Background: an optimization exercise with open tools, aiming at small area, a short achievable clock period and few clock cycles per item. Do not read the settings as production practice. Only simulation tests tie the RTL to the original design; equivalence was not proved. No activity file was given, so power comes from the tool's default toggle rates.

## build 82
==> flow/design.v (excerpt) <==
module row_activity_bound_checker (
   input  logic        clock,
   input  logic        reset,
   input  logic        req_valid,
   output logic        req_ready,
   input  logic [31:0] req_coefficient,
   input  logic [31:0] req_var_low,
   input  logic        req_var_low_infinite,
   input  logic [31:0] req_var_high,
   input  logic        req_var_high_infinite,
   input  logic [31:0] req_row_low,
   input  logic        req_row_low_infinite,
   input  logic [31:0] req_row_high,
   input  logic        req_row_high_infinite,
   input  logic        req_last_term,
   output logic        rsp_valid,
   input  logic        rsp_ready,
   output logic [63:0] rsp_least_activity,
   output logic        rsp_min_unbounded,
   output logic [63:0] rsp_greatest_activity,
   output logic        rsp_max_unbounded,
   output logic [1:0]  rsp_verdict,
   input  logic        csr_write_en,
   input  logic [15:0] csr_write_data
);
For scale: ~320 I/O pins, roughly 92,000 um2 of cells after synthesis.
Settings: LEC_CHECK=0, CAP_MARGIN=10, CORE_MARGIN=2, CORE_UTILIZATION=55, SETUP_SLACK_MARGIN=5, SLEW_MARGIN=10, SYNTH_HIERARCHICAL=1, TNS_END_PERCENT=10; clock period 10.0 ns.
run.sh (not shown) runs the stock make flow with config.mk's settings and CLKGATE_MAP_FILE= SYNTH_SCRIPT=/design/flow/synth_recipe.tcl, a recipe that flattens the netlist after the stock synthesis.
Testbench counts of build 82, summed over its fixed seeds: cycles 24,070, terms 24,046.
Changes in build 69 relative to build 82:
# build 82
export LEC_CHECK = 0
export CAP_MARGIN = 10
export CORE_MARGIN = 2
export CORE_UTILIZATION = 55
export SETUP_SLACK_MARGIN = 5
export SLEW_MARGIN = 10
export SYNTH_HIERARCHICAL = 1
export TNS_END_PERCENT = 10
create_clock -name core_clock -period 10.0 [get_ports {clock}]
# build 69
export LEC_CHECK = 0
export CAP_MARGIN = 10
export CORE_MARGIN = 2
export CORE_UTILIZATION = 40
export SETUP_SLACK_MARGIN = 5
export SLEW_MARGIN = 10
export TNS_END_PERCENT = 10
create_clock -name core_clock -period 10.0 [get_ports {clock}]
Critical path depth ends up higher on build 82. [build 69 vs build 82] worst setup slack: higher in build 69. Build 82 has a lower overall routed net length than build 69. Sequential area share after synthesis (higher): build 82. Post-synthesis instance total ends up higher on build 69.
Input-level comparison between build 68 and build 69:
# build 69
export LEC_CHECK = 0
export CAP_MARGIN = 10
export CORE_MARGIN = 2
export CORE_UTILIZATION = 40
export SETUP_SLACK_MARGIN = 5
export SLEW_MARGIN = 10
export TNS_END_PERCENT = 10
create_clock -name core_clock -period 10.0 [get_ports {clock}]
# build 68
export LEC_CHECK = 0
export CAP_MARGIN = 10
export CORE_MARGIN = 2
export CORE_UTILIZATION = 40
export SETUP_SLACK_MARGIN = 5
export SLEW_MARGIN = 10
export SYNTH_HIERARCHICAL = 1
export TNS_END_PERCENT = 10
create_clock -name core_clock -period 10.0 [get_ports {clock}]
Results
- Measured against each other, build 68 and build 69 differ in clock power share, the lower figure coming from build 68.
- On number of resized instances in the post-cts repair step: between build 68 and build 69, it ends up higher for build 68.
- Comparing build 68 and build 69, the higher met3 track utilization from global routing was measured on build 68.
- Launching instance or port of the critical path = u_front.s1_b_max[10]: build 69; launching instance or port of the critical path = u_front.t_min_go: build 68
- Build 68: flow completed, timing, DRC and antenna clean
- Higher post-route clock period utilization goes to build 69 over build 68.
- Comparing the two runs side by side, build 68 comes out ahead of build 69 on final hold slack.
- In the reports for build 68 and build 69, the larger area of the core belongs to build 69.
- In the flow results for build 68 and build 69, the final setup slack of the worst path is smaller on build 69.
- The higher proportion of cell area occupied by registers came out of build 68.
- Comparing the two runs side by side, build 68 comes out ahead of build 69 on half-perimeter wire length after placement.

## the baseline
row_activity_bound_checker, a different RTL version from the one above (not shown whole).
Size in the first run: ~8900 cells after synthesis, ~320 I/O pins, roughly 99000 sq um of cells after synthesis.
Design row_activity_bound_checker, start of the top module:
module row_activity_bound_checker (
   input  logic        clock,
   input  logic        reset,
   input  logic        req_valid,
   output logic        req_ready,
   input  logic [31:0] req_coefficient,
   input  logic [31:0] req_var_low,
   input  logic        req_var_low_infinite,
   input  logic [31:0] req_var_high,
   input  logic        req_var_high_infinite,
   input  logic [31:0] req_row_low,
   input  logic        req_row_low_infinite,
   input  logic [31:0] req_row_high,
   input  logic        req_row_high_infinite,
   input  logic        req_last_term,
   output logic        rsp_valid,
   input  logic        rsp_ready,
   output logic [63:0] rsp_least_activity,
   output logic        rsp_min_unbounded,
   output logic [63:0] rsp_greatest_activity,
   output logic        rsp_max_unbounded,
   output logic [1:0]  rsp_verdict,
   input  logic        csr_write_en,
   input  logic [15:0] csr_write_data
);
Settings: LEC_CHECK=0, CAP_MARGIN=20, CORE_MARGIN=2, CORE_UTILIZATION=40, SETUP_SLACK_MARGIN=5, SLEW_MARGIN=20, SYNTH_HIERARCHICAL=1, TNS_END_PERCENT=100; clock period 10.0 ns.
standard.sh (not shown) runs the stock make flow with config.mk's settings and CLKGATE_MAP_FILE= SYNTH_SCRIPT=/design/flow/synth_recipe.tcl, a recipe that flattens the netlist after the stock synthesis.
==> flow/flow/run.sh <==
#!/bin/bash
set -euo pipefail
MARGIN=${RABC_SETUP_MARGIN:-5.6}
if grep -q 'SETUP_SLACK_MARGIN=' standard.sh; then
   sed -e "s/SETUP_SLACK_MARGIN=[^ ]*/SETUP_SLACK_MARGIN=${MARGIN}/" standard.sh > standard_margin.sh
else
   sed -e "s/ \"\${@:-finish}\"/ SETUP_SLACK_MARGIN=${MARGIN} \"\${@:-finish}\"/" standard.sh > standard_margin.sh
fi
bash standard_margin.sh > flow_make.log 2>&1
Looking at the reports, the baseline completed the entire flow and the layout it produced met the timing, design-rule and antenna checks.
Testbench counts of the baseline, summed over its fixed seeds: cycles 24,070, terms 24,046.
Inputs modified between the baseline and the candidate:
Settings: TNS_END_PERCENT now 10, was 100; CAP_MARGIN now 10, was 20; SLEW_MARGIN now 10, was 20.
[summary]
The candidate closes out successfully: all stages finished, all timing, DRC and antenna checks passed.
Between the candidate and the baseline, it is the candidate whose instance count on the critical path is lower, by 8.
Total area of multi-input combinational cells of the baseline is on par with the candidate.
Relative to the baseline, the candidate improves final hold slack.

== indigo ==
RTL: one of the versions met above, not the one the previous note started from.
Size in the first run: ~8200 cells after synthesis, roughly 92000 µm² of cells after synthesis.
==> flow/design.v (excerpt) <==
module row_activity_bound_checker (
   input  logic        clock,
   input  logic        reset,
   input  logic        req_valid,
   output logic        req_ready,
   input  logic [31:0] req_coefficient,
   input  logic [31:0] req_var_low,
   input  logic        req_var_low_infinite,
   input  logic [31:0] req_var_high,
   input  logic        req_var_high_infinite,
   input  logic [31:0] req_row_low,
   input  logic        req_row_low_infinite,
   input  logic [31:0] req_row_high,
   input  logic        req_row_high_infinite,
   input  logic        req_last_term,
   output logic        rsp_valid,
   input  logic        rsp_ready,
   output logic [63:0] rsp_least_activity,
   output logic        rsp_min_unbounded,
   output logic [63:0] rsp_greatest_activity,
   output logic        rsp_max_unbounded,
   output logic [1:0]  rsp_verdict,
   input  logic        csr_write_en,
   input  logic [15:0] csr_write_data
);
   logic [15:0]        tolerance;
   logic               accept, hold, hold_next;
   logic               t_valid;
   logic [65:0]        t_min_s, t_min_c, t_max_s, t_max_c;
   logic               t_fold, t_min_go, t_max_go, t_min_unb, t_max_unb;
   logic signed [32:0] t_hi_eps, t_lo_eps;
   logic               t_row_low_inf, t_row_high_inf, t_row_cross, t_last;
   rabc_queue u_ctrl (
      .clock          (clock),
      .reset          (reset),
      .req_valid      (req_valid),
      .req_ready      (req_ready),
      .accept         (accept),
      .hold_next      (hold_next),
      .csr_write_en   (csr_write_en),
      .csr_write_data (csr_write_data),
      .tolerance      (tolerance)
   );
   rabc_front u_front (
      .clock                 (clock),
      .reset                 (reset),
  ...
==> flow/config.mk <==
export PLATFORM = sky130hd
export DESIGN_NAME = row_activity_bound_checker
export DESIGN_NICKNAME = row_activity_bound_checker
export VERILOG_FILES = /design/flow/design.v
export SDC_FILE = /design/flow/constraint.sdc
export NUM_CORES = 4
export LEC_CHECK = 0
export CAP_MARGIN = 5
export CORE_MARGIN = 2
export CORE_UTILIZATION = 40
export SETUP_SLACK_MARGIN = 5
export SLEW_MARGIN = 5
export SYNTH_HIERARCHICAL = 1
export TNS_END_PERCENT = 100
==> flow/constraint.sdc <==
create_clock -name core_clock -period 10.0 [get_ports {clock}]
set_input_delay 2.0000 -clock core_clock [delete_from_list [all_inputs] [get_ports {clock}]]
set_output_delay 2.0000 -clock core_clock [all_outputs]
set_load 0.01 [all_outputs]
run.sh (not shown) runs the stock make flow with config.mk's settings and CLKGATE_MAP_FILE= SYNTH_SCRIPT=/design/flow/synth_recipe.tcl, a recipe that flattens the netlist after the stock synthesis.
Stock flow here: none of the scripts above is used.
indigo finished every stage and its layout cleared the timing, design-rule and antenna checks.
Testbench counts of indigo, summed over its fixed seeds: cycles 24,070, terms 24,046.
Relative to indigo, the following input files were edited for ember:
# indigo
export LEC_CHECK = 0
export CAP_MARGIN = 5
export CORE_MARGIN = 2
export CORE_UTILIZATION = 40
export SETUP_SLACK_MARGIN = 5
export SLEW_MARGIN = 5
export SYNTH_HIERARCHICAL = 1
export TNS_END_PERCENT = 100
create_clock -name core_clock -period 10.0 [get_ports {clock}]
# ember
export LEC_CHECK = 0
export CAP_MARGIN = 20
export CORE_MARGIN = 2
export CORE_UTILIZATION = 40
export SETUP_SLACK_MARGIN = 5
export SLEW_MARGIN = 20
export SYNTH_HIERARCHICAL = 1
export TNS_END_PERCENT = 100
create_clock -name core_clock -period 10.0 [get_ports {clock}]
[summary]
- Between ember and indigo, the fraction of area in registers figures differ only marginally.
- The power on indigo is in line with that on ember.
- Between ember and indigo, the via count does not differ in any meaningful way.
- The switching share of power was comparable across indigo and ember.
- ember — switching power about 0.44% lower, indigo as reference
- Taking indigo as the reference, in ember final antenna-violating net count was more or less identical; routed wire length about even; design area ~0 delta; number of antenna diodes now smaller.

## static timing again, ports no longer ideal
The results above use ideal ports. As a check the final layouts listed here were re-extracted and re-timed, cells and wires unchanged.
Step 1 (the two cells are an assumption about what drives the block):
set clk [get_ports {clock}]
set_driving_cell -lib_cell sky130_fd_sc_hd__clkbuf_16 $clk
set_driving_cell -lib_cell sky130_fd_sc_hd__buf_2 [delete_from_list [all_inputs] $clk]
Step 2 moves the port delays by t, midway between the first and last clock arrival at a register: inputs arrive t later, outputs are due t later. That takes back most of the time a late clock gives input paths.
Three values: ideal ports, drivers, drivers and shift; two values: the first two.
run	t (ns)	setup slack, ns	latest minus earliest clock arrival (ns)
build 82	0.839	4.957 / 4.957 / 4.749	0.064 / 0.063
build 69	0.852	4.998 / 4.998 / 4.998	0.070 / 0.070
build 68	0.880	5.037 / 5.037 / 5.037	0.089 / 0.088
the baseline	0.886	5.364 / 5.364 / 5.364	0.086 / 0.086
the candidate	0.849	5.270 / 5.270 / 5.270	0.068 / 0.068
indigo	0.853	5.045 / 5.045 / 5.045	0.104 / 0.104
ember	0.854	5.057 / 5.057 / 5.057	0.104 / 0.104
After both steps setup and hold are still met in every run listed. For build 82, which loses most, drivers alone change the setup slack by 0.000 ns; drivers and shift together by -0.208 ns.
